From an optimization exercise on the open Yosys and OpenROAD flow, aimed at small area, a short achievable clock period and few clock cycles; shortcuts taken in it are not production practice.
The RTL was checked by simulation tests, not by an equivalence proof against the original design.
Power and IR drop assume default switching activity.

<file path="flow/config.mk">
export PLATFORM = sky130hd
export DESIGN_NAME = char_lcs_edit_script_unit
export DESIGN_NICKNAME = char_lcs_edit_script_unit
export VERILOG_FILES = /design/flow/design.v
export SDC_FILE = /design/flow/constraint.sdc
export NUM_CORES = 4
export LEC_CHECK = 0
export CAP_MARGIN = 20
export CORE_MARGIN = 2
export CORE_UTILIZATION = 40
export CTS_CLUSTER_DIAMETER = 80
export CTS_CLUSTER_SIZE = 24
export SETUP_SLACK_MARGIN = 4.8
export SLEW_MARGIN = 20
export TNS_END_PERCENT = 10
</file>
<file path="flow/constraint.sdc">
create_clock -name core_clock -period 7.5 [get_ports {clk}]
set_input_delay 1.5000 -clock core_clock [delete_from_list [all_inputs] [get_ports {clk}]]
set_output_delay 1.5000 -clock core_clock [all_outputs]
set_load 0.01 [all_outputs]
</file>
<file path="flow/design.v">
package cled_pkg;
  localparam int MaxLen = 16;
  localparam int LenW = $clog2(MaxLen + 1);
  localparam int IdxW = (MaxLen > 1) ? $clog2(MaxLen) : 1;
  typedef enum logic [1:0] {
    OP_APPEND_A = 2'd0,
    OP_APPEND_B = 2'd1,
    OP_RUN      = 2'd2,
    OP_NONE     = 2'd3
  } op_t;
  typedef enum logic [1:0] {
    TAG_EQUAL  = 2'd0,
    TAG_DELETE = 2'd1,
    TAG_INSERT = 2'd2,
    TAG_WHOLE  = 2'd3
  } tag_t;
endpackage
module cled_ram #(
  parameter int Width = 8,
  parameter int Depth = 32
) (
  input  logic                     clk,
  input  logic                     we,
  input  logic [$clog2(Depth)-1:0] waddr,
  input  logic [Width-1:0]         wdata,
  input  logic [$clog2(Depth)-1:0] raddr,
  output logic [Width-1:0]         rdata
);
  logic [Width-1:0] mem [Depth];
  always_ff @(posedge clk) begin
    if (we) begin
      mem[waddr] <= wdata;
    end
    rdata <= mem[raddr];
  end
endmodule
module char_lcs_edit_script_unit (
  input  logic       clk,
  input  logic       rst,
  input  logic       start,
  output logic       busy,
  input  logic [1:0] op,
  input  logic [7:0] ch,
  output logic       strobe,
  output logic [1:0] tag,
  output logic [7:0] ch_res,
  output logic       last,
  output logic       overflow
);
  localparam int ML = cled_pkg::MaxLen;
  typedef enum logic [2:0] {
    S_IDLE,
    S_REF0,
    S_REF,
    S_TRACE,
    S_EMIT,
    S_FINAL
  } st_t;
  st_t state;
  logic        busy_r, strobe_r, last_r, dropped, tab_ok, pb_v, all_d, cur_k, at_m;
  logic        tw_v, tw_rec, d_r;
  logic [1:0]  tag_r;
  logic [7:0]  chres_r;
  logic [4:0]  len_a, len_b, ba, ta, ei;
  logic [3:0]  wslot, tw_slot;
  logic [15:0] prev_v, mt_r;
  logic [16:0] mask, cur_mask;
  logic [7:0]  mem_a [ML];
  logic [7:0]  mem_b [ML];
  logic [15:0] tab [ML];
  logic acc, acc_a, acc_b, acc_run, app_a, app_b;
  assign acc = start & ~busy_r & ~rst;
  assign acc_a = acc & (op == cled_pkg::OP_APPEND_A);
  assign acc_b = acc & (op == cled_pkg::OP_APPEND_B);
  assign acc_run = acc & (op == cled_pkg::OP_RUN);
  assign app_a = acc_a & ~len_a[4];
  assign app_b = acc_b & ~len_b[4];
  logic [7:0]  cmp_ch, rd_b;
  logic [15:0] mt;
  always_comb begin
    rd_b = mem_b[ba[3:0]];
    cmp_ch = (state == S_IDLE) ? ch : rd_b;
    for (int k = 0; k < ML; k++) mt[k] = (mem_a[k] == cmp_ch);
  end
  logic [15:0] vnew, hc;
  logic [15:0] gg [5];
  logic [15:0] pp [5];
  always_comb begin
    gg[0] = mt_r & ~prev_v;
    pp[0] = ~prev_v;
    for (int l = 0; l < 4; l++) begin
      for (int k = 0; k < ML; k++) begin
        if (k >= (1 << l)) begin
          gg[l+1][k] = gg[l][k] | (pp[l][k] & gg[l][k-(1<<l)]);
          pp[l+1][k] = pp[l][k] & pp[l][k-(1<<l)];
        end else begin
          gg[l+1][k] = gg[l][k];
          pp[l+1][k] = pp[l][k];
        end
      end
    end
    hc = gg[4];
    vnew[0] = mt_r[0] | prev_v[0];
    for (int k = 1; k < ML; k++) vnew[k] = ~hc[k-1] & (mt_r[k] | prev_v[k]);
  end
  logic [16:0] mrow, sq, tt, newmask;
  logic        d;
  always_comb begin
    mrow = {mt_r, 1'b0};
    sq = {mt_r | prev_v, 1'b1} & mask;
    tt = sq;
    tt = tt | (tt >> 1);
    tt = tt | (tt >> 2);
    tt = tt | (tt >> 4);
    tt = tt | (tt >> 8);
    tt = tt | (tt >> 16);
    d = |(sq & mrow & ~(tt >> 1));
    newmask = (tt >> 1) | (sq & ~mrow);
  end
  logic [16:0] moh;
  logic [4:0]  mbin;
  always_comb begin
    moh = mask & ~(mask >> 1);
    for (int b = 0; b < 5; b++) begin
      mbin[b] = 1'b0;
      for (int k = 0; k < 17; k++) if (((k >> b) & 1) == 1) mbin[b] = mbin[b] | moh[k];
    end
  end
  logic       f_del, f_eq, f_ident, f_last;
  logic [1:0] f_tag;
  logic [7:0] f_ch;
  always_comb begin
    f_del = newmask[1];
    f_eq = ~tt[2] & sq[1] & mrow[1];
    f_ident = all_d & f_eq & (len_a == len_b);
    f_last = ~f_del && (len_b == 5'd1) && (f_eq ? (len_a == 5'd1) : (len_a == '0));
    f_ch = (f_del | f_eq) ? mem_a[0] : mem_b[0];
    f_tag = f_del ? cled_pkg::TAG_DELETE : (f_eq ? cled_pkg::TAG_EQUAL : cled_pkg::TAG_INSERT);
  end
  logic [4:0]  ei1, ni;
  logic        del, eqs, step, lastn, ident;
  logic [1:0]  etag;
  logic [7:0]  ech;
  logic [15:0] rec;
  logic [16:0] rec_mask;
  logic [15:0] cm_hi;
  always_comb begin
    rec = tab[ta[3:0]];
    for (int k = 0; k < 17; k++) rec_mask[k] = (5'(k) <= rec[4:0]);
    ei1 = ei + 5'd1;
    cm_hi = cur_mask[16:1];
    del = at_m ? (ei < len_a) : (cm_hi[ei[3:0]] & ~ei[4]);
    eqs = ~del & cur_k;
    step = ~del;
    ni = (del | eqs) ? ei1 : ei;
    lastn = ((del | eqs) ? (ei1 == len_a) : (ei == len_a)) && (step ? (ta == len_b) : at_m);
    ech = (del | eqs) ? mem_a[ei[3:0]] : rd_b;
    etag = del ? cled_pkg::TAG_DELETE : (eqs ? cled_pkg::TAG_EQUAL : cled_pkg::TAG_INSERT);
    ident = all_d & ~mask[1] & (len_a == len_b);
  end
  always_ff @(posedge clk) begin
    if (rst) begin
      state <= S_IDLE;
      busy_r <= 1'b0;
      strobe_r <= 1'b0;
      len_a <= '0;
      len_b <= '0;
      dropped <= 1'b0;
      tab_ok <= 1'b1;
      pb_v <= 1'b0;
    end else begin
      pb_v <= app_b;
      if (app_a) begin
        len_a <= len_a + 5'd1;
        if (len_b != '0) tab_ok <= 1'b0;
      end
      if (app_b) len_b <= len_b + 5'd1;
      if ((acc_a & len_a[4]) | (acc_b & len_b[4])) dropped <= 1'b1;
      case (state)
        S_IDLE:
          if (acc_run) begin
            busy_r <= 1'b1;
            if (len_b == '0) state <= S_EMIT;
            else if (tab_ok) state <= S_TRACE;
            else state <= S_REF0;
          end
        S_REF0: state <= S_REF;
        S_REF: if ({1'b0, wslot} == len_b - 5'd1) state <= S_TRACE;
        S_TRACE:
          if (wslot == 4'd0) begin
            strobe_r <= 1'b1;
            state <= (f_ident || f_last) ? S_FINAL : S_EMIT;
          end
        S_EMIT: begin
          strobe_r <= 1'b1;
          if (ident || lastn) state <= S_FINAL;
        end
        S_FINAL: begin
          strobe_r <= 1'b0;
          busy_r <= 1'b0;
          state <= S_IDLE;
          len_a <= '0;
          len_b <= '0;
          dropped <= 1'b0;
          tab_ok <= 1'b1;
        end
        default: state <= S_IDLE;
      endcase
    end
  end
  always_ff @(posedge clk) begin
    if (tw_v) tab[tw_slot] <= tw_rec ? {10'd0, d_r, mbin} : prev_v;
    tw_v <= pb_v | (state == S_REF) | (state == S_TRACE);
    tw_slot <= wslot;
    tw_rec <= (state == S_TRACE);
  end
  always_ff @(posedge clk) begin
    if (app_a) mem_a[len_a[3:0]] <= ch;
    if (app_b) mem_b[len_b[3:0]] <= ch;
    if (state == S_IDLE && len_b == '0) prev_v <= '0;
    else if (pb_v) prev_v <= vnew;
    case (state)
      S_IDLE: begin
        if (app_b) begin
          mt_r <= mt;
          wslot <= len_b[3:0];
        end
        for (int k = 0; k < 17; k++) mask[k] <= (5'(k) <= len_a);
        all_d <= 1'b1;
        ei <= '0;
        if (tab_ok && len_b != '0) begin
          ba <= len_b - 5'd2;
          ta <= len_b - 5'd2;
        end else begin
          ba <= '0;
          ta <= 5'd1;
        end
        at_m <= (len_b == '0);
      end
      S_REF0: begin
        prev_v <= '0;
        mt_r <= mt;
        ba <= ba + 5'd1;
        wslot <= '0;
      end
      S_REF: begin
        prev_v <= vnew;
        if ({1'b0, wslot} == len_b - 5'd1) begin
          ba <= {1'b0, wslot} - 5'd1;
          ta <= {1'b0, wslot} - 5'd1;
        end else begin
          mt_r <= mt;
          ba <= ba + 5'd1;
          wslot <= wslot + 4'd1;
        end
      end
      S_TRACE: begin
        prev_v <= rec;
        mt_r <= mt;
        wslot <= wslot - 4'd1;
        mask <= newmask;
        d_r <= d;
        all_d <= all_d & d;
        if (wslot == 4'd0) begin
          ei <= (f_del | f_eq) ? 5'd1 : 5'd0;
          if (f_del) begin
            ba <= '0;
            ta <= 5'd1;
            cur_mask <= newmask;
            cur_k <= d;
            at_m <= 1'b0;
          end else begin
            ba <= 5'd1;
            ta <= 5'd2;
            cur_mask <= mask;
            cur_k <= d_r;
            at_m <= (len_b == 5'd1);
          end
          if (f_ident) begin
            tag_r <= cled_pkg::TAG_WHOLE;
            chres_r <= '0;
            last_r <= 1'b1;
          end else begin
            tag_r <= f_tag;
            chres_r <= f_ch;
            last_r <= f_last;
          end
        end else begin
          ba <= ba - 5'd1;
          ta <= ta - 5'd1;
        end
      end
      S_EMIT: begin
        ei <= ni;
        if (step) begin
          ba <= ta;
          ta <= ta + 5'd1;
          cur_mask <= rec_mask;
          cur_k <= rec[5];
          at_m <= (ta == len_b);
        end
        if (ident) begin
          tag_r <= cled_pkg::TAG_WHOLE;
          chres_r <= '0;
          last_r <= 1'b1;
        end else begin
          tag_r <= etag;
          chres_r <= ech;
          last_r <= lastn;
        end
      end
      default: ;
    endcase
  end
  assign busy = busy_r;
  assign strobe = strobe_r;
  assign tag = tag_r;
  assign ch_res = chres_r;
  assign last = last_r;
  assign overflow = dropped;
endmodule
</file>
<file path="flow/flow/run.sh">
#!/bin/bash
# the standard layout, with the port buffers taken from the plain buffer family
# (buf_4) instead of the delay cells buffer_ports picks by default; every input and
# output still gets its own buffer
set -o pipefail
cp standard.sh standard_sh_copy.txt
export BUFFER_PORTS_ARGS="-buffer_cell sky130_fd_sc_hd__buf_4"
bash standard.sh > standard_flow.log 2>&1
</file>
<file path="flow/standard.sh">
#!/bin/bash
# synth_recipe.tcl (not shown) runs the flow's synth.tcl, then flattens the netlist and writes it again
# the make line also repeats each setting of config.mk as NAME=value (left out here)
make -C /OpenROAD-flow-scripts/flow DESIGN_CONFIG=/design/flow/config.mk WORK_HOME=/design/flow/orfs CLKGATE_MAP_FILE= SYNTH_SCRIPT=/design/flow/synth_recipe.tcl "${@:-finish}"
</file>
==> impl_results.md, run 1 <==
- Reg2Reg Depth: 6
- Setup tns final: 0 ns
- Layout area overhead: 11.2%
- Final Setup Violations: 0
- Clock-pin slew on the worst setup and hold paths: 0.09 ns
- Cell with the most instances after synthesis: edfxtp_1
- Crit path launch: busy_r
- Starting DRT DRC Count: about 1.7k
- Vias: roughly 17k
- FMAX: about 360 MHz
- Slew @ Worst Pin: between 1 and 1.5 ns
- Top cells by area, synth: edfxtp_1 (62%), mux4_2 (11%), xor2_1 (3.3%)
- Cell taking the most area after synthesis: edfxtp_1
- Port Buf Inserts: 26
- Cell Rows: 99
- Die span in y: 275 µm
- Final worst-path cycle share: between 30 and 40%
- CP bufs+invs: 1
- Synthesized area per cell: roughly 16 µm²
- Hold slack: a little over 0.5 ns
- Slowest CP cell: dfxtp_1
- YS warnings: 3
- WP data arrival: between 1 and 1.5 ns
- Async S/R FF share, synth: 0%
- Clock Path Buffers: 3
- CTS Buf Count: 35
- Crit end category: output port
- Top cell type's share of synthesized area: 62.2%
- Slew HR: roughly 29%
- Drt pass-1 iters: 5
- HP Class: flip-flop to flip-flop
- Cell-by-cell trace of the critical path: buf_4
- Peak supply drop: roughly 0.21 mV
- Remaining Overflow, GRT: 0
- Status: complete, no violations
- Leakage: 10.4 nW
- Final WL: a little under 80000 µm
- Post-placement cell area: 30800 µm²
- Mapped Cells: ~1.9k
- Total power: about 8.0 mW
- IO Pins: 27
- Fillers: around 6.3k
- Worst hold start: strobe_r
- Root Buffer: clkbuf_16
- Die Area: 75700 µm²
- Final Max Slew Viols: 0
- Yosys cell types: 90
- Placed Cells: 2814
- DRC viols: 0
- Initial antenna violation count: 0
- TritonCTS Sinks: roughly 650
- Vias per Instance: 5.90
- Post-synth EDFFs: 609
- CP Data Required Time: approximately 6 ns
- Cell Area, Synth: 29400 µm²
- Crit path max-delay family: flip-flops
- Primary FF master, synth: edfxtp_1
- Unrepaired setup endpoints after global routing: true
- H-tree levels: 2
- Power Dens Cells: about 240 nW/µm²
- WL/cell: around 27 µm
- Initial Utilization: a little over 40%
- Post-route ant nets: 0
- GRT Total Usage: approximately a fifth
- Final net count: approximately 2.0k
- Core ar.: roughly 73000 µm²
- WP depth: 1
- Clock latency (worst-skew pair): 0.59 ns
- CP startpoint kind: flip-flop
- Routability-driven placement congestion ratio: just over 0.9
- Die Width: 275 µm
- Net Count, Synth: approximately 1.9k
- Finished Layout Cells: between 2k and 3k
- Worst Path Class, Setup: flip-flop to output port
- CTS tree: yes
- CP max FO: 4
- Post-synthesis sequential area ratio: about 65%
- Hold depth: 2
- First-pass GRT wire length: about 110000 µm
- Final Instance Area: 32700 µm²
- Clock skew: about 0.038 ns
- Largest net degree at the start of global routing: between 60 and 70
- HPWL after DPL: around 49000 µm
- Seq cells post-synth: 645
- Final Hold Fails: 0
- N_diodes: 0
- Fraction of layout cells with a size suffix above 1: between 20% and 30%
- Worst path max stage delay: 0.48 ns
- Final min period: between 2 and 3 ns
- Vias in the first global route: 17.0k
- Max-Cap Viols: 0
- Top post-synthesis cells by count: edfxtp_1 (609), nor2_1 (154), mux4_2 (150)
==> power breakdown <==
group	total, mW	internal, mW	switching [mW]
Sequential	4.24	4.09	0.151
Combinational	1.65	0.705	0.945
Clock	2.11	0.928	1.18
Total	8.00	5.72	2.28
==> cells by family after synthesis <==
kind of cell	Yosys count	synth area share, %
muxes	205	13.4
adders and majority gates	26	1.13
buffers and inverters	134	2.12
AOI/OAI and AO/OA	267	6.41
DFF	645	64.6
xor gates and xnor gates	169	5.03
and+or+nand+nor	442	7.20
==> cell type report <==
cell class              count  area (µm²)  area share [%]
well taps                 959        1200            3.67
inverters                  36         135           0.413
clock inverters            10         105           0.321
repair buffers            105        1050            3.21
clock buffers              48         956            2.92
multi-input cells        1111       10200            31.2
flip-flops and latches    645       19000            58.2
==> path summary, 6_finish.rpt <==
check | slack, ns | to
worst max-delay path | 4.76 | busy
worst min-delay path | 0.51 | strobe_r
worst max register to register | 4.80 | cur_mask[4]
worst min register to register | 0.51 | strobe_r
==> through the flow <==
step	setup WS, ns	util, %
after floorplan	4.54	-
after global placement	3.97	42.4
after detailed placement	3.97	42.4
after CTS	4.64	44.5
after global routing	4.67	44.9
final	4.76	44.9
==> repair_timing <==
item | in CTS | in global routing
cloned | 3 | 2
hold buffers | 0 | 0
endpoints found under the setup margin | 315 | 209
gates resized for setup | 60 | 17
setup buffers | 19 | 17
pin swaps | 5 | 6
==> registers in the layout, summed over array words and instances, names as in the netlist, 2 cells and up, named ones only <==
signal    cells
tab         256
mem_a       128
mem_b       128
cur_mask     16
mask         16
mt_r         16
prev_v       16
chres_r       8
ei            5
len_a         5
len_b         5
ta            5
ba            4
tw_slot       4
wslot         4
state         3
tag_r         2
==> cell usage in the layout (no fill, tap or decap), drive strengths merged, types with 5 or more instances in the layout <==
cell type and instances:
nand2b 10, and2 5, mux2i 36, a22oi 8
xnor2 58, nor2 157, a211oi 7, nand2 114
o31ai 13, inv 43, a21o 6, or2 5
nand3 21, and3 7, o21a 5, dfxtp 36
nor4 7, nand4 40, o21ai 83, clkbuf 49
buf 102, nor3 27, xor2 111, mux4 150
ha 25, a32oi 13, o22ai 9, o2bb2ai 6
a221oi 6, a2111oi 9, a31oi 13, edfxtp 609
a21oi 48, mux2 19, nor2b 28
==> routing by layer <==
| metal | GRT usage (%) | vias to the layer above | wire length, µm |
|---|---|---|---|
| li1 | - | 7445 | - |
| met1 | 28.6 | 8961 | 32700 |
| met2 | 33.9 | 675 | 37800 |
| met3 | 2.34 | 101 | 4960 |
| met4 | 4.74 | 0 | 1840 |
| met5 | 0 | - | 0 |
Testbench counts, summed over its fixed seeds: cycles 15,636.
==> run 2: changes to the inputs <==
--- a/flow/config.mk
+++ b/flow/config.mk
@@ -7,7 +7,7 @@
 export LEC_CHECK = 0
 export CAP_MARGIN = 20
 export CORE_MARGIN = 2
-export CORE_UTILIZATION = 40
+export CORE_UTILIZATION = 55
 export CTS_CLUSTER_DIAMETER = 80
 export CTS_CLUSTER_SIZE = 24
 export SETUP_SLACK_MARGIN = 4.8
==> impl_results.md, run 2 <==
- Commonest non-fill, non-tap cells in the layout: edfxtp_1 (609), mux4_2 (150), nor2_1 (111), xor2_1 (111), nand2_1 (106)
- Seq cells post-synth: 645 (unchanged)
- Top cells by area, synth: edfxtp_1 (62%), mux4_2 (11%), xor2_1 (3.3%)
- Cell Area, Synth: 29400 µm² (unchanged)
- Number of flip-flops in the largest register: 256 (unchanged)
- Remaining Overflow, GRT: 0 (unchanged)
- Worst Path Class, Setup: primary input to flip-flop
- Die Area: 55300 µm² (-27%)
- Sw Share: 28.3% (-0.13 points)
- YS warnings: 3 (unchanged)
- Int Pwr: 5.90 mW (+3.0%)
- Most common cell after layout, fill and taps aside: edfxtp_1
- Final Setup Violations: 0 (unchanged)
- Drt pass-1 iters: 6 (+1)
- Primary FF master, synth: edfxtp_1
- WL/cell: 29.2 µm (+9.9%)
- Vias in the first global route: 17.2k (+1.1%)
- Comb pwr share: 20.7% (about the same)
- Leakage: 10.6 nW (+1.4%)
- Flop pwr share: 51.5% (-1.5 points)
- Root Buffer: clkbuf_16
- Max-Cap Viols: 0 (unchanged)
- Compound-cell area share of the yosys netlist: 6.41% (unchanged)
- Core ar.: 52700 µm² (-28%)
- Routability-driven placement congestion ratio: 0.913 (-0.59%)
- Hold slack: 0.496 ns (-0.0141 ns)
- Top post-synthesis cells by count: edfxtp_1 (609), nor2_1 (154), mux4_2 (150)
- CTS Buf Count: 37 (+5.7%)
- Clock-pin slew on the worst setup and hold paths: 0.10 ns (about the same)
- Psw: 2.33 mW (+2.4%)
- Cell taking the most area after synthesis: edfxtp_1
- Final net count: 1992 (+0.96%)
- Final min period: 2.90 ns (+0.159 ns)
- CP startpoint kind: primary input
- Clock Path Buffers: 3 (unchanged)
- Top cell type's share of synthesized area: 62.2% (unchanged)
- Yosys cell types: 90 (unchanged)
- Vias per Instance: 6.51 (+10%)
- HP Class: flip-flop to flip-flop
- Starting DRT DRC Count: 1876 (+8.1%)
- Setup tns final: 0 ns (unchanged)
- Net Count, Synth: 1927 (unchanged)
- Mapped Cells: 1888 (unchanged)
- Clock latency (worst-skew pair): 0.59 ns (about the same)
- Simple-Gate Fraction of Synth Area: 7.20% (unchanged)
- Clock network power share: 27.8% (+1.4 points)
- Peak supply drop: 0.218 mV (+4.4%)
- CP Data Required Time: 7.70 ns (+1.70 ns)
- CTS tree: yes
- Unrepaired setup endpoints after global routing: true
- HPWL after DPL: 49600 µm (+0.86%)
- Final Hold Fails: 0 (unchanged)
- Fillers: 3931 (-38%)
- CP max FO: 9 (+5)
- Final Max Slew Viols: 0 (unchanged)
- GRT Total Usage: 28.1% (+7.8 points)
- Fraction of layout cells with a size suffix above 1: 23.4% (+0.96 points)
- Placed Cells: 2539 (-9.8%)
- Slew @ Worst Pin: 1.06 ns (+0.000419 ns)
- Layout area overhead: 11.3% (about the same)
- Area share of xor/xnor cells in the synthesized design: 5.03% (unchanged)
- N_diodes: 0 (unchanged)
- Post-synthesis sequential area ratio: 64.6% (unchanged)
- DRC viols: 0 (unchanged)
- Finished Layout Cells: 2665 (-8.5%)
- H-tree levels: 2 (unchanged)
- Post-synth EDFFs: 609 (unchanged)
- Clock skew: 0.0207 ns (-0.0173 ns)
- Most flop-heavy register: tab
- Async S/R FF share, synth: 0% (unchanged)
- Power Dens Cells: 252 nW/µm² (+2.8%)
- Largest net degree at the start of global routing: 34 (-48%)
- Post-route ant nets: 0 (unchanged)
- Cell Rows: 84 (-15%)
- Final WL: 77700 µm (+0.50%)
- TritonCTS Sinks: 645 (unchanged)
- FMAX: 345 MHz (-5.5%)
- Die Width: 235 µm (-15%)
- Status: complete, no violations
- Largest family of logic cells by synthesized area: multiplexers
- CTS hold repair buffers: 0 (unchanged)
- Die span in y: 235 µm (-15%)
- Vias: 17.3k (+0.95%)
- Port Buf Inserts: 26 (unchanged)
- Multiplexer share of the synthesized area: 13.4% (unchanged)
- Cell with the most instances after synthesis: edfxtp_1
- Final worst-path cycle share: 38.7% (+2.1 points)
- Initial antenna violation count: 1 (+1)
- First-pass GRT wire length: 115000 µm (+1.2%)
- Slew HR: 29.1% (-0.29 points)
- Initial Utilization: 55.8% (+15 points)
- Crit end category: flip-flop
- IO Pins: 27 (unchanged)
- Synthesized area per cell: 15.6 µm² (unchanged)
- Adder-cell area share of the yosys netlist: 1.13% (unchanged)
- WP data arrival: 3.10 ns (+1.86 ns)
## run 2: path summary, 6_finish.rpt
| kind | from | to | slack (ns) | cells after the start |
|---|---|---|---|---|
| max reg2reg | len_b[1] | flip-flop | 4.70 | 8 |
| max | rst | mem_b[12][4] | 4.60 | 6 |
| min | tab_ok | tab_ok | 0.50 | 1 |
| min reg2reg | tab_ok | tab_ok | 0.50 | 1 |
## run 2: final cells by class
class	instances	area (µm²)	area share [%]
clock inverter	15	230	0.704
inverter	36	139	0.425
tap	688	861	2.63
clock buffer	48	977	2.99
timing repair buffer	120	1200	3.68
multi-input combinational	1112	10300	31.3
sequential	645	19000	58.2
timing repair inverter	1	5.00	0.0153
## run 2: what timing repair did
item                                   4_1_cts  5_1_grt
pin swaps                                    9        4
gates resized for setup                     47       30
gates cloned                                 6        1
setup endpoints to repair                  358      215
endpoints found under the hold margin        0        0
buffers inserted                            41       15
## run 2: power groups by stage
stage / Sequential [mW] / Combinational, mW / Clock [mW]
floorplan: 4.22 / 1.11 / 0
global placement: 4.35 / 1.42 / 0
detailed placement: 4.35 / 1.44 / 0
CTS: 4.24 / 1.62 / 2.32
global route: 4.25 / 1.83 / 2.44
finish: 4.24 / 1.70 / 2.29
## run 2: metrics by stage
stage               worst slack, ns  util [%]  power [mW]  area (µm²)
floorplan                      4.54         -        5.33       29600
global placement               3.91      57.9        5.77       30500
detailed placement             3.89      57.9        5.79       30500
CTS                            4.61      61.5        8.19       32400
global route                   4.50      62.1        8.53       32700
finish                         4.60      62.1        8.23       32700
## run 2: kinds of logic after synthesis
group / Yosys count
AO/OA/AOI/OAI: 267
XOR/XNOR: 169
adder cells (fa/ha/maj): 26
buffers and inverters: 134
flip-flops: 645
multiplexers: 205
AND/OR/NAND/NOR: 442
## run 2: routing by layer
layer,share of wire [%],track usage (%),up-vias
li1,-,-,7503
met1,45,42.7,9036
met2,46,43.7,711
met3,6.8,4.13,95
met4,2.0,5.89,0
met5,0,0,-
## run 2: critical path: stages
cell     delay, ns
buf_4         0.14
nor2b_4       0.12
nand3_2       0.11
nor2_4        0.25
nand2_1       0.15
nor2_1        0.82
==> run 3: changes to the inputs <==
--- a/flow/config.mk
+++ b/flow/config.mk
@@ -7,9 +7,7 @@
 export LEC_CHECK = 0
 export CAP_MARGIN = 20
 export CORE_MARGIN = 2
-export CORE_UTILIZATION = 55
-export CTS_CLUSTER_DIAMETER = 80
-export CTS_CLUSTER_SIZE = 24
+export CORE_UTILIZATION = 40
 export SETUP_SLACK_MARGIN = 4.8
 export SLEW_MARGIN = 20
 export TNS_END_PERCENT = 10
==> impl_results.md, run 3 <==
- CTS Buf Count: 68 (+84%)
- Hold depth: 2 (+1)
- Top cell type's share of synthesized area: 62.2% (unchanged)
- Most flop-heavy register: tab
- Root Buffer: clkbuf_16
- Starting DRT DRC Count: 1999 (+6.6%)
- Die Area: 75700 µm² (+37%)
- WP depth: 1 (-5)
- Final Instance Area: 33900 µm² (+3.6%)
- Initial antenna violation count: 0 (-1)
- WP data arrival: 1.25 ns (-1.85 ns)
- Synthesized area per cell: 15.6 µm² (unchanged)
- Clock Path Buffers: 3 (unchanged)
- Post-route setup slack: 4.75 ns (+0.153 ns)
- Comb pwr share: 17.6% (-3.1 points)
- CTS tree: yes
- Vias per Instance: 5.86 (-10%)
- HPWL after DPL: 49200 µm (-0.85%)
- Met3 usage: 3.05% (-1.1 points)
- HP Class: flip-flop to flip-flop
- Fraction of layout cells with a size suffix above 1: 24.4% (+0.95 points)
- Remaining Overflow, GRT: 0 (unchanged)
- Port Buf Inserts: 26 (unchanged)
- Slowest CP cell: dfxtp_1
- IO Pins: 27 (unchanged)
- Final Setup Violations: 0 (unchanged)
- Top cells by area, synth: edfxtp_1 (62%), mux4_2 (11%), xor2_1 (3.3%)
- Leakage: 11.0 nW (+3.8%)
- Psw: 2.53 mW (+8.6%)
- Cell taking the most area after synthesis: edfxtp_1
- Seq cells post-synth: 645 (unchanged)
- Setup tns final: 0 ns (unchanged)
- Multi-input gate area: 10200 µm² (-0.50%)
- Status: complete, no violations
- GR peak layer: met2
- GRT Total Usage: 20.6% (-7.5 points)
- Clock skew: 0.0250 ns (+0.00430 ns)
- TritonCTS Sinks: 645 (unchanged)
- Post-placement setup slack: 3.97 ns (+0.0777 ns)
- Top post-synthesis cells by count: edfxtp_1 (609), nor2_1 (154), mux4_2 (150)
- Cell with the most instances after synthesis: edfxtp_1
- Cell Rows: 99 (+18%)
- Worst Path Class, Setup: flip-flop to output port
- FMAX: 364 MHz (+5.6%)
- Reg area: 19000 µm² (about the same)
- Core ar.: 72800 µm² (+38%)
- Crit end category: output port
- WL/cell: 26.0 µm (-11%)
- Met2 Use GR: 33.5% (-10 points)
- Vias in the first global route: 17.3k (+0.39%)
- Number of flip-flops in the largest register: 256 (unchanged)
- Die Width: 275 µm (+17%)
- Post-synth EDFFs: 609 (unchanged)
- Post-synthesis sequential area ratio: 64.6% (unchanged)
- H-tree levels: 3 (+1)
- Commonest non-fill, non-tap cells in the layout: edfxtp_1 (609), mux4_2 (150), xor2_1 (111), nor2_1 (110), nand2_1 (106)
- Final WL: 77500 µm (-0.32%)
- Final net count: 2000 (+0.40%)
- YS warnings: 3 (unchanged)
- Final worst-path cycle share: 36.6% (-2.0 points)
- Clock-pin slew on the worst setup and hold paths: 0.06 ns (-0.04 ns)
- GR Util met1: 28.7% (-14 points)
- Cell Area, Synth: 29400 µm² (unchanged)
- Worst path max stage delay: 0.46 ns (-0.36 ns)
- Slew HR: 30.8% (+1.7 points)
- Util after Layout: 46.5% (-16 points)
- Cell-by-cell trace of the critical path: buf_4
- Clock network power share: 36.8% (+9.0 points)
- Sw Share: 27.2% (-1.1 points)
- CP max FO: 4 (-5)
- Peak supply drop: 0.170 mV (-22%)
- Clock latency (worst-skew pair): 0.62 ns (+0.03 ns)
- Net Count, Synth: 1927 (unchanged)
- Largest net degree at the start of global routing: 65 (+91%)
- First-pass GRT wire length: 115000 µm (-0.21%)
- Power Dens Cells: 275 nW/µm² (+9.2%)
- Reg2Reg Depth: 7 (-1)
- Crit path max-delay family: flip-flops
- Total power: 9.31 mW (+13%)
- CP startpoint kind: flip-flop
- Post-route ant nets: 0 (unchanged)
- Max-Cap Viols: 0 (unchanged)
- Async S/R FF share, synth: 0% (unchanged)
- Final Max Slew Viols: 0 (unchanged)
- Final Hold Fails: 0 (unchanged)
- N_diodes: 0 (unchanged)
- Routability-driven placement congestion ratio: 0.918 (+0.59%)
- Mapped Cells: 1888 (unchanged)
- Yosys cell types: 90 (unchanged)
- Initial Utilization: 40.4% (-15 points)
- DRC viols: 0 (unchanged)
- Layout area overhead: 15.2%
- Final min period: 2.75 ns (-0.153 ns)
- Int Pwr: 6.77 mW (+15%)
- Unrepaired setup endpoints after global routing: true
- Primary FF master, synth: edfxtp_1
- Vias: 17.4k (+0.45%)
- CP Data Required Time: 6.00 ns (-1.70 ns)
- Flop pwr share: 45.6% (-5.9 points)
- CP bufs+invs: 1 (unchanged)
- Most common cell after layout, fill and taps aside: edfxtp_1
- Die span in y: 275 µm (+17%)
- Drt pass-1 iters: 5 (-1)
- Post-placement cell area: 30800 µm² (+1.2%)
- Slew @ Worst Pin: 1.04 ns (-0.0242 ns)
- Fillers: 6208 (+58%)
[run 3: changes by cell type in the layout (fill, tap and decap cells not counted), sizes merged]
cell    before  now
clkinv       2   25
buf        117   97
nand3b       4    3
bufinv       3    8
clkbuf      49   80
[run 3: final cells by class]
| type | instances | area share [%] |
|---|---|---|
| clock buffer | 80 | 5.19 |
| sequential | 645 | 56.2 |
| tap | 959 | 3.54 |
| timing repair buffer | 99 | 3.01 |
| inverter | 36 | 0.399 |
| clock inverter | 44 | 1.52 |
| multi-input combinational | 1111 | 30.1 |
[run 3: path summary, 6_finish.rpt]
path | from | to | slack (ns)
worst max-delay path | busy_r | busy | 4.75
worst min-delay path | strobe_r | strobe_r | 0.50
worst max register to register | flip-flop | cur_mask[5] | 4.80
worst min register to register | strobe_r | strobe_r | 0.50
[run 3: kinds of logic after synthesis]
kind of cell,synth area share [%]
adder cells (fa/ha/maj),1.13
AO/OA/AOI/OAI,6.41
buffers and inverters,2.12
multiplexers,13.4
AND/OR/NAND/NOR,7.20
flip-flops,64.6
XOR/XNOR,5.03
[run 3: routing by layer]
layer	share of wire [%]	vias to the layer above
met5	0	-
met4	2.4	0
met3	6.7	130
met2	48	727
met1	43	9005
li1	-	7561
[run 3: what timing repair did]
action / in CTS / in global routing
buffers inserted: 16 / 14
pin swaps: 5 / 10
hold buffers: 0 / 0
setup endpoints to repair: 296 / 205
cloned: 3 / 1
gates resized for setup: 57 / 23
[run 3: power by group through the flow]
stage,registers [mW],logic (mW),clock network [mW]
after floorplan,4.22,1.11,0
after global placement,4.33,1.46,0
after detailed placement,4.33,1.47,0
after CTS,4.24,1.59,3.48
after global routing,4.25,1.76,3.63
final,4.24,1.64,3.43
[run 3: per-stage QoR]
| stage | hold WS, ns | instances |
|---|---|---|
| after floorplan | 0.378 | 1888 |
| after global placement | 0.476 | 2814 |
| after detailed placement | 0.485 | 2814 |
| after CTS | 0.498 | 2957 |
| after global routing | 0.535 | 2974 |
| final | 0.502 | 2974 |
[run 3: worst register-to-register path: cells and delay by family (launching register included)]
kind / cells / cell delay [ns]
multiplexers: 2 / 1.01
buffers and inverters: 1 / 0.31
flip-flops: 1 / 0.36
AO/OA/AOI/OAI: 2 / 0.24
AND/OR/NAND/NOR: 2 / 0.51
==> run 4: changes to the inputs <==
--- a/flow/config.mk
+++ b/flow/config.mk
@@ -8,6 +8,8 @@
 export CAP_MARGIN = 20
 export CORE_MARGIN = 2
 export CORE_UTILIZATION = 40
+export CTS_CLUSTER_DIAMETER = 85
+export CTS_CLUSTER_SIZE = 28
 export SETUP_SLACK_MARGIN = 4.8
 export SLEW_MARGIN = 20
 export TNS_END_PERCENT = 10
==> impl_results.md, run 4 <==
- Status: complete, no violations
- WP data arrival: 1.27 ns (+0.02 ns)
- Largest net degree at the start of global routing: 65 (unchanged)
- Vias per Instance: 5.92 (+1.1%)
- Post-placement setup slack: 3.97 ns (unchanged)
- Mapped Cells: 1888 (unchanged)
- Clock-pin slew on the worst setup and hold paths: 0.10 ns (+0.04 ns)
- Post-route ant nets: 0 (unchanged)
- Crit end category: output port
- GR peak layer: met2
- Post-synthesis sequential area ratio: 64.6% (unchanged)
- Cell Rows: 99 (unchanged)
- Comb pwr share: 21.8% (+4.2 points)
- HP Class: flip-flop to flip-flop
- Top cell type's share of synthesized area: 62.2% (unchanged)
- Post-route setup slack: 4.73 ns (-0.0249 ns)
- Final min period: 2.77 ns (+0.0249 ns)
- Multi-input gate area: 10300 µm² (+0.82%)
- Flop pwr share: 53.5% (+7.9 points)
- Starting DRT DRC Count: 1931 (-3.4%)
- Final net count: 1984 (-0.80%)
- Slowest CP cell: dfxtp_1
- Crit path max-delay family: flip-flops
- Vias: 17.3k (-0.69%)
- Commonest non-fill, non-tap cells in the layout: edfxtp_1 (609), mux4_2 (150), xor2_1 (110), nor2_1 (109), nand2_1 (103)
- CP bufs+invs: 1 (unchanged)
- Synthesized area per cell: 15.6 µm² (unchanged)
- Worst path max stage delay: 0.48 ns (+0.02 ns)
- Final worst-path cycle share: 37.0% (+0.33 points)
- Worst R2R End: cur_mask[5]
- Power Dens Cells: 240 nW/µm² (-12%)
- Met2 Use GR: 33.8% (+0.23 points)
- Slew HR: 29.8% (-1.0 points)
- Number of flip-flops in the largest register: 256 (unchanged)
- Most common cell after layout, fill and taps aside: edfxtp_1
- Final Hold Fails: 0 (unchanged)
- Worst Path Class, Setup: flip-flop to output port
- CP Data Required Time: 6.00 ns (about the same)
- Slew @ Worst Pin: 1.05 ns (+0.0150 ns)
- Final Instance Area: 32900 µm² (-2.8%)
- Hold depth: 2 (unchanged)
- Cell taking the most area after synthesis: edfxtp_1
- TritonCTS Sinks: 645 (unchanged)
- CP startpoint kind: flip-flop
- IO Pins: 27 (unchanged)
- Cell Area, Synth: 29400 µm² (unchanged)
- Top cells by area, synth: edfxtp_1 (62%), mux4_2 (11%), xor2_1 (3.3%)
- Cell with the most instances after synthesis: edfxtp_1
- Routability-driven placement congestion ratio: 0.918 (unchanged)
- Post-synth EDFFs: 609 (unchanged)
- Clock network power share: 24.7% (-12 points)
- Met3 usage: 1.88% (-1.2 points)
- WL/cell: 26.6 µm (+2.3%)
- Unrepaired setup endpoints after global routing: true
- Post-placement cell area: 30800 µm² (unchanged)
- Die Width: 275 µm (unchanged)
- Yosys cell types: 90 (unchanged)
- Reg area: 19100 µm² (about the same)
- Worst hold start: strobe_r
- Max-Cap Viols: 0 (unchanged)
- Seq cells post-synth: 645 (unchanged)
- HPWL after DPL: 49200 µm (unchanged)
- Setup tns final: 0 ns (unchanged)
- WP depth: 1 (unchanged)
- Root Buffer: clkbuf_16
- Port Buf Inserts: 26 (unchanged)
- Psw: 2.27 mW (-11%)
- Most flop-heavy register: tab
- Die span in y: 275 µm (unchanged)
- CTS tree: yes
- Hold Path End: strobe_r
- GRT Total Usage: 20.2% (-0.38 points)
- FF-to-FF setup slack: 4.82 ns (+0.02 ns)
- Clock Path Buffers: 3 (unchanged)
- Peak supply drop: 0.168 mV (-1.1%)
- First-pass GRT wire length: 114000 µm (-1.1%)
- Drt pass-1 iters: 6 (+1)
- Final Setup Violations: 0 (unchanged)
- Sw Share: 28.6% (+1.4 points)
- Remaining Overflow, GRT: 0 (unchanged)
- Fillers: 6306 (+1.6%)
- DRC viols: 0 (unchanged)
- Final WL: 77800 µm (+0.49%)
- Int Pwr: 5.65 mW (-17%)
- CTS Buf Count: 30 (-56%)
- Die Area: 75700 µm² (unchanged)
- Vias in the first global route: 16.9k (-2.3%)
- Top post-synthesis cells by count: edfxtp_1 (609), nor2_1 (154), mux4_2 (150)
- GR Util met1: 28.7% (about the same)
- FMAX: 361 MHz (-0.90%)
- Clock latency (worst-skew pair): 0.63 ns (about the same)
- Core ar.: 72800 µm² (unchanged)
- Async S/R FF share, synth: 0% (unchanged)
- Primary FF master, synth: edfxtp_1
- CP max FO: 4 (unchanged)
- Finished Layout Cells: 2921 (-1.8%)
- Fraction of layout cells with a size suffix above 1: 23.8% (-0.62 points)
- Final Max Slew Viols: 0 (unchanged)
- Reg2Reg Depth: 7 (unchanged)
- Layout area overhead: 12.0%
- Initial Utilization: 40.4% (unchanged)
- N_diodes: 0 (unchanged)
- Cell-by-cell trace of the critical path: buf_4
- Leakage: 10.5 nW (-4.2%)
- Net Count, Synth: 1927 (unchanged)
- Placed Cells: 2814 (unchanged)
- H-tree levels: 1 (-2)
- Clock skew: 0.0206 ns (-0.00439 ns)
- Initial antenna violation count: 0 (unchanged)
- YS warnings: 3 (unchanged)
==> run 4: cell counts after synthesis <==
Identical to the previous run, type by type.
==> run 4: worst reg2reg max path, stage by stage (launching register included) <==
cell,delay [ns]
dfxtp_4,0.39
buf_12,0.15
mux4_2,0.51
mux4_2,0.59
or2_1,0.34
nor2_4,0.19
o21a_1,0.19
a31oi_1,0.05
==> run 4: worst max-delay path by stage <==
stage,start,to,slack [ns]
6_report,busy_r,busy,4.73
5_1_grt,rst,mem_b[12][4],4.69
4_1_cts,mt_r[8],tag_r[1],4.67
3_5_place_dp,rst,mem_a[5][0],3.97
3_3_place_gp,rst,mem_a[5][0],3.97
2_1_floorplan,len_b[0],flip-flop,4.54
==> run 4: what timing repair did <==
| action | in CTS | in global routing |
|---|---|---|
| setup buffers | 19 | 29 |
| pin swaps | 5 | 10 |
| hold buffers | 0 | 0 |
| cloned | 4 | 4 |
| resized for setup | 63 | 40 |
| endpoints found under the setup margin | 299 | 188 |
==> run 4: per-stage QoR <==
step / total power, mW / hold WS [ns] / util [%]
2_1_floorplan: 5.33 / 0.378 / -
3_3_place_gp: 5.79 / 0.476 / 42.4
4_1_cts: 7.84 / 0.505 / 44.5
5_1_grt: 8.21 / 0.544 / 45.2
6_report: 7.92 / 0.511 / 45.2
3_5_place_dp: 5.80 / 0.485 / 42.4
==> run 4: power by group through the flow <==
stage               Combinational, mW  Clock (mW)  Sequential [mW]
global placement                 1.46           0             4.33
detailed placement               1.47           0             4.33
global route                     1.84        2.12             4.25
finish                           1.73        1.96             4.24
CTS                              1.62        2.00             4.23
floorplan                        1.11           0             4.22
==> run 4: area by class of cell <==
class	count	share of cell area, %
well taps	959	3.64
flip-flops and latches	645	57.8
clock inverters	11	0.387
multi-input cells	1111	31.2
repair buffers	121	3.99
clock buffers	38	2.50
inverters	36	0.410
==> run 4: kinds of logic after synthesis <==
logic type      Yosys count  synth area share (%)
simple gates            442                  7.20
compound gates          267                  6.41
flops                   645                  64.6
buf+inv                 134                  2.12
fa+ha+maj                26                  1.13
mux                     205                  13.4
xor+xnor                169                  5.03
==> run 4: per-layer routing <==
layer  up-vias  share of wire, %  wire length, µm
met5         -                 0                0
met4         0               2.2             1710
met3       103               6.4             4990
met2       731                49            38200
met1      9001                42            33000
li1       7468                 -                -
==> run 5: changes to the inputs <==
--- a/flow/config.mk
+++ b/flow/config.mk
@@ -8,8 +8,8 @@
 export CAP_MARGIN = 20
 export CORE_MARGIN = 2
 export CORE_UTILIZATION = 40
-export CTS_CLUSTER_DIAMETER = 85
-export CTS_CLUSTER_SIZE = 28
-export SETUP_SLACK_MARGIN = 4.8
+export CTS_CLUSTER_DIAMETER = 80
+export CTS_CLUSTER_SIZE = 24
+export SETUP_SLACK_MARGIN = 4.7
 export SLEW_MARGIN = 20
 export TNS_END_PERCENT = 10
==> impl_results.md, run 5 <==
- CTS hold repair buffers: 0 (unchanged)
- Yosys cell types: 90 (unchanged)
- Async S/R FF share, synth: 0% (unchanged)
- WL/cell: 26.5 µm (-0.60%)
- CP dominant cell by count: nor2_1
- Die Width: 275 µm (unchanged)
- Vias per Instance: 5.91 (-0.30%)
- Vias in the first global route: 16.9k (+0.20%)
- Multiplexer share of the synthesized area: 13.4% (unchanged)
- Sw Share: 28.5% (-0.15 points)
- Cell with the most instances after synthesis: edfxtp_1
- HPWL after DPL: 49200 µm (unchanged)
- Synthesized area per cell: 15.6 µm² (unchanged)
- FF-to-FF setup slack: 4.68 ns (-0.14 ns)
- Initial antenna violation count: 0 (unchanged)
- Final net count: 1955 (-1.5%)
- Slew @ Worst Pin: 1.03 ns (-0.0193 ns)
- YS warnings: 3 (unchanged)
- R2r startpoint: state[0]
- Clock network power share: 26.6% (+1.9 points)
- Reg2Reg Depth: 7 (unchanged)
- Die Area: 75700 µm² (unchanged)
- WP data arrival: 3.29 ns (+2.02 ns)
- Crit end category: flip-flop
- Unrepaired setup endpoints after global routing: true
- Core ar.: 72800 µm² (unchanged)
- Cell Rows: 99 (unchanged)
- Crit path max-delay family: simple AND/OR/NAND/NOR gates
- WP depth: 7 (+6)
- Psw: 2.26 mW (-0.15%)
- Port Buf Inserts: 26 (unchanged)
- Area share of xor/xnor cells in the synthesized design: 5.03% (unchanged)
- Worst path max stage delay: 0.74 ns (+0.26 ns)
- Cell Area, Synth: 29400 µm² (unchanged)
- Vias: 17.1k (-1.2%)
- Hold slack: 0.510 ns (-0.000755 ns)
- Number of flip-flops in the largest register: 256 (unchanged)
- Seq cells post-synth: 645 (unchanged)
- Final min period: 2.82 ns (+0.0503 ns)
- Clock-pin slew on the worst setup and hold paths: 0.10 ns (about the same)
- Fraction of layout cells with a size suffix above 1: 21.3% (-2.5 points)
- Comb pwr share: 20.1% (-1.7 points)
- Clock Path Buffers: 3 (unchanged)
- Most flop-heavy register: tab
- TritonCTS Sinks: 645 (unchanged)
- Post-route ant nets: 0 (unchanged)
- Initial Utilization: 40.4% (unchanged)
- Slowest CP cell: nor2_1
- Drt pass-1 iters: 6 (unchanged)
- Final Max Slew Viols: 0 (unchanged)
- Final Setup Violations: 0 (unchanged)
- Mapped Cells: 1888 (unchanged)
- Top cells by area, synth: edfxtp_1 (62%), mux4_2 (11%), xor2_1 (3.3%)
- Compound-cell area share of the yosys netlist: 6.41% (unchanged)
- Largest family of logic cells by synthesized area: multiplexers
- Final worst-path cycle share: 37.6% (+0.67 points)
- Clock latency (worst-skew pair): 0.59 ns (-0.04 ns)
- Layout area overhead: 10.3%
- Worst Path Class, Setup: flip-flop to flip-flop
- IO Pins: 27 (unchanged)
- Slew HR: 31.1% (+1.3 points)
- CTS Buf Count: 35 (+17%)
- DRC viols: 0 (unchanged)
- Final WL: 76700 µm (-1.5%)
- Routability-driven placement congestion ratio: 0.918 (unchanged)
- Primary FF master, synth: edfxtp_1
- Util after Layout: 44.5% (-0.69 points)
- CTS tree: yes
- HP Class: flip-flop to flip-flop
- Flop pwr share: 53.3% (-0.2 points)
- Most common cell after layout, fill and taps aside: edfxtp_1
- Root Buffer: clkbuf_16
- Starting DRT DRC Count: 1796 (-7.0%)
- Net Count, Synth: 1927 (unchanged)
- Max-Cap Viols: 0 (unchanged)
- Remaining Overflow, GRT: 0 (unchanged)
- GRT Total Usage: 20.2% (about the same)
- CP max FO: 27 (+23)
- Die span in y: 275 µm (unchanged)
- CP Data Required Time: 7.96 ns (+1.96 ns)
- Leakage: 10.3 nW (-1.9%)
- Top post-synthesis cells by count: edfxtp_1 (609), nor2_1 (154), mux4_2 (150)
- CP bufs+invs: 1 (unchanged)
- Simple-Gate Fraction of Synth Area: 7.20% (unchanged)
- Commonest non-fill, non-tap cells in the layout: edfxtp_1 (609), mux4_2 (150), nor2_1 (113), xor2_1 (111), nand2_1 (109)
- First-pass GRT wire length: 113000 µm (-0.36%)
- CP startpoint kind: flip-flop
- Cell taking the most area after synthesis: edfxtp_1
- Top cell type's share of synthesized area: 62.2% (unchanged)
- Int Pwr: 5.69 mW (+0.60%)
- Cell-by-cell trace of the critical path: nor2_1 > nand2_1 > buf_4 > nand3_1 > nor2_1 > or4_1 > mux2_2
- Status: complete, no violations
- Largest net degree at the start of global routing: 65 (unchanged)
- Setup tns final: 0 ns (unchanged)
- Crit path launch: state[0]
- N_diodes: 0 (unchanged)
- Post-synth EDFFs: 609 (unchanged)
- Clock skew: 0.0368 ns (+0.0162 ns)
- Post-synthesis sequential area ratio: 64.6% (unchanged)
- Adder-cell area share of the yosys netlist: 1.13% (unchanged)
- Power Dens Cells: 245 nW/µm² (+1.9%)
- Final Hold Fails: 0 (unchanged)
- FMAX: 354 MHz (-1.8%)
- Peak supply drop: 0.207 mV (+23%)
- H-tree levels: 2 (+1)
-- run 5: cell types whose count changed in the layout (fill, tap and decap cells not counted), moves of 4 or more --
cell,previous run,this run
buf_12,17,7
buf_4,92,70
clkbuf_1,6,11
mux2i_1,28,33
mux2i_4,5,0
nand2_1,103,109
nand2_2,11,5
nor2_1,109,113
o21ai_2,6,2
-- run 5: area by class of cell --
cell class / count / area (µm²)
flip-flops and latches: 645 / 19000
clock buffers: 48 / 956
fillers: 6348 / 40400
multi-input cells: 1110 / 10100
clock inverters: 10 / 105
inverters: 36 / 135
repair buffers: 88 / 865
well taps: 959 / 1200
-- run 5: worst min-delay path by stage --
stage          slack [ns]     start  cells after the start    endpoint
2_1_floorplan        0.38  wslot[2]                      0  tw_slot[2]
3_3_place_gp         0.48  strobe_r                      2    strobe_r
3_5_place_dp         0.49  strobe_r                      2    strobe_r
4_1_cts              0.50  strobe_r                      2    strobe_r
5_1_grt              0.54  strobe_r                      2    strobe_r
6_report             0.51  strobe_r                      2    strobe_r
-- run 5: cells by family after synthesis --
kind of cell,count (synthesis)
buffers and inverters,134
AOI/OAI and AO/OA,267
adders and majority gates,26
xor gates and xnor gates,169
DFF,645
and+or+nand+nor,442
muxes,205
-- run 5: worst min-delay path, cell delays in order (launching register included) --
cell and delay [ns]:
dfxtp_1 0.33, nor2_1 0.10, nor2_1 0.04
-- run 5: through the flow --
| step | total power, mW | cells | instance area, µm² | setup slack, ns |
|---|---|---|---|---|
| after detailed placement | 5.80 | 2814 | 30800 | 3.97 |
| after global placement | 5.79 | 2814 | 30800 | 3.97 |
| after global routing | 8.24 | 2896 | 32400 | 4.59 |
| after floorplan | 5.33 | 1888 | 29600 | 4.54 |
| final | 7.95 | 2896 | 32400 | 4.68 |
| after CTS | 7.94 | 2885 | 32200 | 4.64 |
-- run 5: repair_timing --
item / in CTS / in global routing
pin swaps: 3 / 6
gates cloned: 1 / 2
setup endpoints to repair: 272 / 142
gates resized for setup: 37 / 20
buffers inserted: 12 / 8
-- run 5: metal layers --
| metal | wire, µm | track usage, % | share of wire [%] | vias up |
|---|---|---|---|---|
| met3 | 4750 | 2.32 | 6.2 | 108 |
| met2 | 37600 | 33.6 | 49 | 683 |
| met4 | 1710 | 4.71 | 2.2 | 0 |
| li1 | - | - | - | 7411 |
| met1 | 32700 | 28.5 | 43 | 8902 |
| met5 | 0 | 0 | 0 | - |
-- run 5: power groups by stage --
stage                     combinational [mW]  clock, mW  sequential (mW)
after floorplan                         1.11          0             4.22
after global placement                  1.46          0             4.33
after detailed placement                1.47          0             4.33
after CTS                               1.54       2.16             4.24
after global routing                    1.71       2.27             4.26
final                                   1.59       2.11             4.24
==> run 6: changes to the inputs <==
--- a/flow/config.mk
+++ b/flow/config.mk
@@ -10,6 +10,6 @@
 export CORE_UTILIZATION = 40
 export CTS_CLUSTER_DIAMETER = 80
 export CTS_CLUSTER_SIZE = 24
-export SETUP_SLACK_MARGIN = 4.7
+export SETUP_SLACK_MARGIN = 5
 export SLEW_MARGIN = 20
-export TNS_END_PERCENT = 10
+export TNS_END_PERCENT = 5
==> impl_results.md, run 6 <==
- Clock latency (worst-skew pair): 0.59 ns (about the same)
- CP bufs+invs: 1 (unchanged)
- Status: complete, no violations
- CP startpoint kind: flip-flop
- Peak supply drop: 0.203 mV (-2.3%)
- DRC viols: 0 (unchanged)
- Worst path max stage delay: 0.45 ns (-0.29 ns)
- Yosys cell types: 90 (unchanged)
- Crit path max-delay family: flip-flops
- H-tree levels: 2 (unchanged)
- Worst hold start: strobe_r
- Slowest CP cell: edfxtp_1
- Layout area overhead: 14.6%
- Drt pass-1 iters: 5 (-1)
- TritonCTS Sinks: 645 (unchanged)
- Power Dens Cells: 244 nW/µm² (-0.35%)
- WP data arrival: 1.22 ns (-2.07 ns)
- Hold depth: 2 (unchanged)
- Final Max Slew Viols: 0 (unchanged)
- CTS hold repair buffers: 0 (unchanged)
- Final Setup Violations: 0 (unchanged)
- Top post-synthesis cells by count: edfxtp_1 (609), nor2_1 (154), mux4_2 (150)
- Hold Path End: strobe_r
- HP Class: flip-flop to flip-flop
- Vias per Instance: 5.92 (+0.23%)
- CP Data Required Time: 6.00 ns (-1.96 ns)
- Mapped Cells: 1888 (unchanged)
- N_diodes: 0 (unchanged)
- Post-synthesis sequential area ratio: 64.6% (unchanged)
- FMAX: 368 MHz (+3.9%)
- Largest net degree at the start of global routing: 40 (-38%)
- Crit end category: output port
- Starting DRT DRC Count: 1839 (+2.4%)
- Unrepaired setup endpoints after global routing: true
- Final min period: 2.72 ns (-0.106 ns)
- Most common cell after layout, fill and taps aside: edfxtp_1
- Slew HR: 29.1% (-2.0 points)
- Clock Path Buffers: 3 (unchanged)
- Clock-pin slew on the worst setup and hold paths: 0.10 ns (about the same)
- Number of flip-flops in the largest register: 256 (unchanged)
- Setup tns final: 0 ns (unchanged)
- FF-to-FF setup slack: 4.85 ns (+0.17 ns)
- Vias: 17.5k (+2.4%)
- Reg2Reg Depth: 11 (+4)
- Final WL: 79900 µm (+4.2%)
- Remaining Overflow, GRT: 0 (unchanged)
- Worst Path Class, Setup: flip-flop to output port
- Core ar.: 72800 µm² (unchanged)
- Seq cells post-synth: 645 (unchanged)
- Total power: 8.23 mW (+3.5%)
- Die Width: 275 µm (unchanged)
- IO Pins: 27 (unchanged)
- Synthesized area per cell: 15.6 µm² (unchanged)
- Cell with the most instances after synthesis: edfxtp_1
- WL/cell: 27.0 µm (+1.9%)
- Vias in the first global route: 17.5k (+3.5%)
- Most flop-heavy register: tab
- Net Count, Synth: 1927 (unchanged)
- Post-synth EDFFs: 609 (unchanged)
- Clock skew: 0.0371 ns (+0.000317 ns)
- Initial Utilization: 40.4% (unchanged)
- Root Buffer: clkbuf_16
- Final Hold Fails: 0 (unchanged)
- CP max FO: 1 (-96%)
- Cell taking the most area after synthesis: edfxtp_1
- Port Buf Inserts: 26 (unchanged)
- Cell-by-cell trace of the critical path: buf_4
- Post-route ant nets: 0 (unchanged)
- HPWL after DPL: 49200 µm (unchanged)
- Fraction of layout cells with a size suffix above 1: 26.3% (+5.0 points)
- Top cells by area, synth: edfxtp_1 (62%), mux4_2 (11%), xor2_1 (3.3%)
- CTS tree: yes
- Max-Cap Viols: 0 (unchanged)
- GRT Total Usage: 21.2% (+1.0 points)
- Commonest non-fill, non-tap cells in the layout: edfxtp_1 (609), mux4_2 (150), xor2_1 (110), buf_4 (106), nor2_1 (101)
- Async S/R FF share, synth: 0% (unchanged)
- YS warnings: 3 (unchanged)
- Primary FF master, synth: edfxtp_1
- Final net count: 2019 (+3.3%)
- Leakage: 10.8 nW (+5.0%)
- First-pass GRT wire length: 118000 µm (+4.3%)
- Routability-driven placement congestion ratio: 0.918 (unchanged)
- Hold slack: 0.507 ns (-0.00365 ns)
- Final worst-path cycle share: 36.2% (-1.4 points)
- Cell Rows: 99 (unchanged)
- Die Area: 75700 µm² (unchanged)
- Die span in y: 275 µm (unchanged)
- CTS Buf Count: 35 (unchanged)
- Cell Area, Synth: 29400 µm² (unchanged)
- Worst R2R End: mt_r[13]
- Slew @ Worst Pin: 1.06 ns (+0.0322 ns)
- Initial antenna violation count: 0 (unchanged)
- Top cell type's share of synthesized area: 62.2% (unchanged)
-- run 6: worst register-to-register path, stage by stage (launching register included) --
cell and delay [ns]:
dfxtp_4 0.41, buf_12 0.13, buf_16 0.13, buf_6 0.10, mux4_2 0.52, mux2i_4 0.18, o22ai_2 0.13, a21oi_4 0.23
buf_12 0.18, xor2_1 0.17, nand4_1 0.17, nor2_1 0.15
-- run 6: cells by family after synthesis --
family	share of synthesized area, %
multiplexers	13.4
adder cells (fa/ha/maj)	1.13
AND/OR/NAND/NOR	7.20
flip-flops	64.6
XOR/XNOR	5.03
AO/OA/AOI/OAI	6.41
buffers and inverters	2.12
-- run 6: cell type report --
type                    count  area, µm²
inverters                  36        138
well taps                 959       1200
repair buffers            151       1720
flip-flops and latches    645      19100
clock buffers              48        956
multi-input cells        1111      10500
fillers                  6213      39100
clock inverters            10        105
-- run 6: timing repair --
action | CTS | global route
setup endpoints to repair | 454 | 399
cloned | 14 | 0
buffers inserted | 61 | 12
pin swaps | 27 | 11
resized for setup | 135 | 40
-- run 6: how the worst max path moves through the flow --
stage,startpoint,cells after the start,to,slack (ns)
final,tag_r[0],1,tag[0],4.78
after global routing,flip-flop,11,mt_r[12],4.76
after CTS,last_r,1,last,4.78
after detailed placement,rst,6,mem_a[5][0],3.97
after global placement,rst,6,mem_a[5][0],3.97
after floorplan,len_b[0],10,flip-flop,4.54
-- run 6: per-stage QoR --
| step | util (%) | cell area [µm²] | std cells | setup slack [ns] |
|---|---|---|---|---|
| global placement | 42.4 | 30800 | 2814 | 3.97 |
| detailed placement | 42.4 | 30800 | 2814 | 3.97 |
| CTS | 45.9 | 33400 | 2947 | 4.78 |
| floorplan | - | 29600 | 1888 | 4.54 |
| finish | 46.3 | 33700 | 2960 | 4.78 |
| global route | 46.3 | 33700 | 2960 | 4.76 |
-- run 6: report_power, final --
group | switching, mW | total (mW) | internal (mW)
sequential | 0.148 | 4.24 | 4.09
clock | 1.19 | 2.12 | 0.929
combinational | 1.03 | 1.87 | 0.844
total | 2.36 | 8.23 | 5.86
-- run 6: routing by layer --
metal / GRT usage (%) / routed length, µm / up-vias
met1: 29.8 / 33100 / 9053
met2: 35.0 / 38900 / 782
met3: 2.84 / 5880 / 130
met4: 5.25 / 1990 / 0
met5: 0 / 0 / -
li1: - / - / 7558
==> run 7: changes to the inputs <==
==> flow/config.mk (replaced) <==
export PLATFORM = sky130hd
export DESIGN_NAME = char_lcs_edit_script_unit
export DESIGN_NICKNAME = char_lcs_edit_script_unit
export VERILOG_FILES = /design/flow/design.v
export SDC_FILE = /design/flow/constraint.sdc
export NUM_CORES = 4
export LEC_CHECK = 0
export CAP_MARGIN = 10
export CORE_MARGIN = 2
export CORE_UTILIZATION = 40
export CTS_CLUSTER_DIAMETER = 80
export CTS_CLUSTER_SIZE = 24
export SETUP_SLACK_MARGIN = 4.8
export SLEW_MARGIN = 10
export TNS_END_PERCENT = 10
==> impl_results.md, run 7 <==
- CTS Buf Count: 35 (unchanged)
- Initial Utilization: 40.4% (unchanged)
- IO Pins: 27 (unchanged)
- CP Data Required Time: 6.00 ns (about the same)
- Sw Share: 28.5% (-0.28 points)
- Vias per Instance: 5.90 (-0.39%)
- Final Setup Violations: 0 (unchanged)
- Seq cells post-synth: 645 (unchanged)
- Reg2Reg Depth: 8 (-3)
- CP bufs+invs: 1 (unchanged)
- Leakage: 10.4 nW (-3.7%)
- Vias in the first global route: 17.0k (-2.7%)
- Comb pwr share: 20.6% (-2.2 points)
- Number of flip-flops in the largest register: 256 (unchanged)
- Die Area: 75700 µm² (unchanged)
- WP data arrival: 1.24 ns (+0.02 ns)
- Int Pwr: 5.72 mW (-2.4%)
- Root Buffer: clkbuf_16
- Core ar.: 72800 µm² (unchanged)
- CTS hold repair buffers: 0 (unchanged)
- Final Hold Fails: 0 (unchanged)
- Remaining Overflow, GRT: 0 (unchanged)
- YS warnings: 3 (unchanged)
- Port Buf Inserts: 26 (unchanged)
- Slew @ Worst Pin: 1.18 ns (+0.120 ns)
- Crit path max-delay family: flip-flops
- Die span in y: 275 µm (unchanged)
- Top cells by area, synth: edfxtp_1 (62%), mux4_2 (11%), xor2_1 (3.3%)
- Clock latency (worst-skew pair): 0.59 ns (about the same)
- Post-placement setup slack: 3.97 ns (unchanged)
- Layout area overhead: 11.2%
- WP depth: 1 (unchanged)
- Util after Layout: 44.9% (-1.4 points)
- CP max FO: 4 (+3)
- Clock-pin slew on the worst setup and hold paths: 0.09 ns (about the same)
- FMAX: 365 MHz (-0.94%)
- Final WL: 77300 µm (-3.3%)
- Status: complete, no violations
- Cell Area, Synth: 29400 µm² (unchanged)
- Power Dens Cells: 245 nW/µm² (+0.23%)
- HPWL after DPL: 49200 µm (unchanged)
- Slew HR: 20.9% (-8.2 points)
- Unrepaired setup endpoints after global routing: true
- Initial antenna violation count: 0 (unchanged)
- Post-route setup slack: 4.76 ns (-0.0258 ns)
- Psw: 2.28 mW (-3.7%)
- HP Class: flip-flop to flip-flop
- Top post-synthesis cells by count: edfxtp_1 (609), nor2_1 (154), mux4_2 (150)
- Post-synth EDFFs: 609 (unchanged)
- Final net count: 1972 (-2.3%)
- Post-placement cell area: 30800 µm² (unchanged)
- Die Width: 275 µm (unchanged)
- H-tree levels: 2 (unchanged)
- R2r startpoint: wslot[0]
- Max-Cap Viols: 0 (unchanged)
- Yosys cell types: 90 (unchanged)
- First-pass GRT wire length: 114000 µm (-3.6%)
- Commonest non-fill, non-tap cells in the layout: edfxtp_1 (609), mux4_2 (150), nor2_1 (111), xor2_1 (111), nand2_1 (106)
- Starting DRT DRC Count: 1811 (-1.5%)
- Cell with the most instances after synthesis: edfxtp_1
- Most common cell after layout, fill and taps aside: edfxtp_1
- Largest net degree at the start of global routing: 65 (+63%)
- Hold depth: 2 (unchanged)
- Most flop-heavy register: tab
- WL/cell: 26.5 µm (-1.8%)
- Primary FF master, synth: edfxtp_1
- Final min period: 2.74 ns (+0.0258 ns)
- Flop pwr share: 53.0% (+1.5 points)
- Post-route ant nets: 0 (unchanged)
- Synthesized area per cell: 15.6 µm² (unchanged)
- Cell Rows: 99 (unchanged)
- Final worst-path cycle share: 36.6% (+0.34 points)
- Routability-driven placement congestion ratio: 0.918 (unchanged)
- Clock network power share: 26.4% (+0.7 points)
- CTS tree: yes
- TritonCTS Sinks: 645 (unchanged)
- Slowest CP cell: dfxtp_1
- Drt pass-1 iters: 5 (unchanged)
- Final Instance Area: 32700 µm² (-3.0%)
- GRT Total Usage: 20.3% (-0.88 points)
- Cell-by-cell trace of the critical path: buf_4
- Fraction of layout cells with a size suffix above 1: 22.3% (-4.0 points)
- Total power: 8.00 mW (-2.8%)
- Post-synthesis sequential area ratio: 64.6% (unchanged)
- Peak supply drop: 0.210 mV (+3.5%)
- Setup tns final: 0 ns (unchanged)
- Final Max Slew Viols: 0 (unchanged)
- Worst hold start: strobe_r
- Crit end category: output port
- Cell taking the most area after synthesis: edfxtp_1
- Mapped Cells: 1888 (unchanged)
- N_diodes: 0 (unchanged)
- Worst path max stage delay: 0.48 ns (+0.03 ns)
- Clock Path Buffers: 3 (unchanged)
- Crit path launch: busy_r
- Net Count, Synth: 1927 (unchanged)
- CP startpoint kind: flip-flop
- Async S/R FF share, synth: 0% (unchanged)
- Vias: 17.2k (-2.0%)
- DRC viols: 0 (unchanged)
- Clock skew: 0.0366 ns (-0.000515 ns)
- Worst Path Class, Setup: flip-flop to output port
- Top cell type's share of synthesized area: 62.2% (unchanged)
[run 7: timing repair]
action / CTS / global route
resized for setup: 60 / 17
endpoints found under the setup margin: 315 / 209
cloned: 3 / 2
pin swaps: 5 / 6
buffers inserted: 19 / 17
[run 7: worst reg2reg max path: cells and delay by family, from the launching register on]
| family | cells | cell delay, ns |
|---|---|---|
| and+or+nand+nor | 3 | 1.07 |
| DFF | 1 | 0.55 |
| AOI/OAI and AO/OA | 2 | 0.33 |
| muxes | 1 | 0.28 |
| adders and majority gates | 1 | 0.22 |
| buffers and inverters | 1 | 0.17 |
[run 7: cell type report]
type | instances | area, µm²
Fill cell | 6325 | 40100
Sequential cell | 645 | 19000
Multi-Input combinational cell | 1111 | 10200
Tap cell | 959 | 1200
Timing Repair Buffer | 104 | 1040
Clock buffer | 48 | 956
Inverter | 36 | 135
Clock inverter | 10 | 105
[run 7: path summary, 6_finish.rpt]
kind | to | slack [ns]
setup reg to reg | flip-flop | 4.79
hold / removal | strobe_r | 0.51
setup / recovery | busy | 4.76
hold reg to reg | strobe_r | 0.51
[run 7: metrics by stage]
| stage | instances | hold WS, ns |
|---|---|---|
| 3_5_place_dp | 2814 | 0.485 |
| 6_report | 2913 | 0.510 |
| 5_1_grt | 2913 | 0.542 |
| 3_3_place_gp | 2814 | 0.476 |
| 2_1_floorplan | 1888 | 0.378 |
| 4_1_cts | 2894 | 0.504 |
[run 7: power by group through the flow]
| stage | clock, mW | combinational (mW) | sequential [mW] |
|---|---|---|---|
| after global placement | 0 | 1.46 | 4.33 |
| after global routing | 2.27 | 1.76 | 4.26 |
| after detailed placement | 0 | 1.47 | 4.33 |
| final | 2.11 | 1.65 | 4.24 |
| after floorplan | 0 | 1.11 | 4.22 |
| after CTS | 2.16 | 1.59 | 4.24 |
[run 7: kinds of logic after synthesis]
family | count (synthesis) | share of synthesized area [%]
and+or+nand+nor | 442 | 7.20
AOI/OAI and AO/OA | 267 | 6.41
xor gates and xnor gates | 169 | 5.03
buffers and inverters | 134 | 2.12
DFF | 645 | 64.6
muxes | 205 | 13.4
adders and majority gates | 26 | 1.13
[run 7: metal layers]
| layer | share of wire, % | routed length, µm | GRT usage, % | vias up |
|---|---|---|---|---|
| met5 | 0 | 0 | 0 | - |
| met4 | 2.3 | 1800 | 4.74 | 0 |
| met2 | 49 | 37800 | 33.9 | 690 |
| met1 | 43 | 32900 | 28.6 | 8933 |
| li1 | - | - | - | 7455 |
| met3 | 6.2 | 4760 | 2.34 | 99 |

[separate check: timing with driven ports]
The results above use ideal ports. As a check the final layouts listed here were re-extracted and re-timed, cells and wires unchanged. Step 1 sets driving cells, clkbuf_16 on the clock port and buf_2 on the other inputs (assumed; they add their load-dependent delay and slew). Step 2, shift: input delay + t, output delay - t, t = (earliest + latest rising clock arrival at the registers) / 2. This alone moves slack from input paths to output paths. Three values: no drivers, after step 1, after step 2; two values: the first two.
run	t, ns	setup slack, ns	clock arrival spread, ns	worst register clock-pin slew, ns
run 1	0.639	4.760 / 4.696 / 4.184	0.039 / 0.040	0.10 / 0.10
run 2	0.634	4.601 / 4.635 / 4.001	0.021 / 0.020	0.10 / 0.10
run 3	0.671	4.753 / 4.689 / 4.167	0.029 / 0.029	0.07 / 0.07
run 4	0.682	4.728 / 4.664 / 4.182	0.025 / 0.025	0.11 / 0.11
run 5	0.641	4.678 / 4.678 / 4.169	0.037 / 0.037	0.10 / 0.10
run 6	0.639	4.784 / 4.721 / 4.285	0.037 / 0.037	0.10 / 0.10
run 7	0.639	4.759 / 4.695 / 4.179	0.041 / 0.040	0.10 / 0.10
After both steps setup and hold are still met in every run listed. For run 2, which loses most, drivers alone change the setup slack by +0.034 ns; drivers and shift together by -0.600 ns.
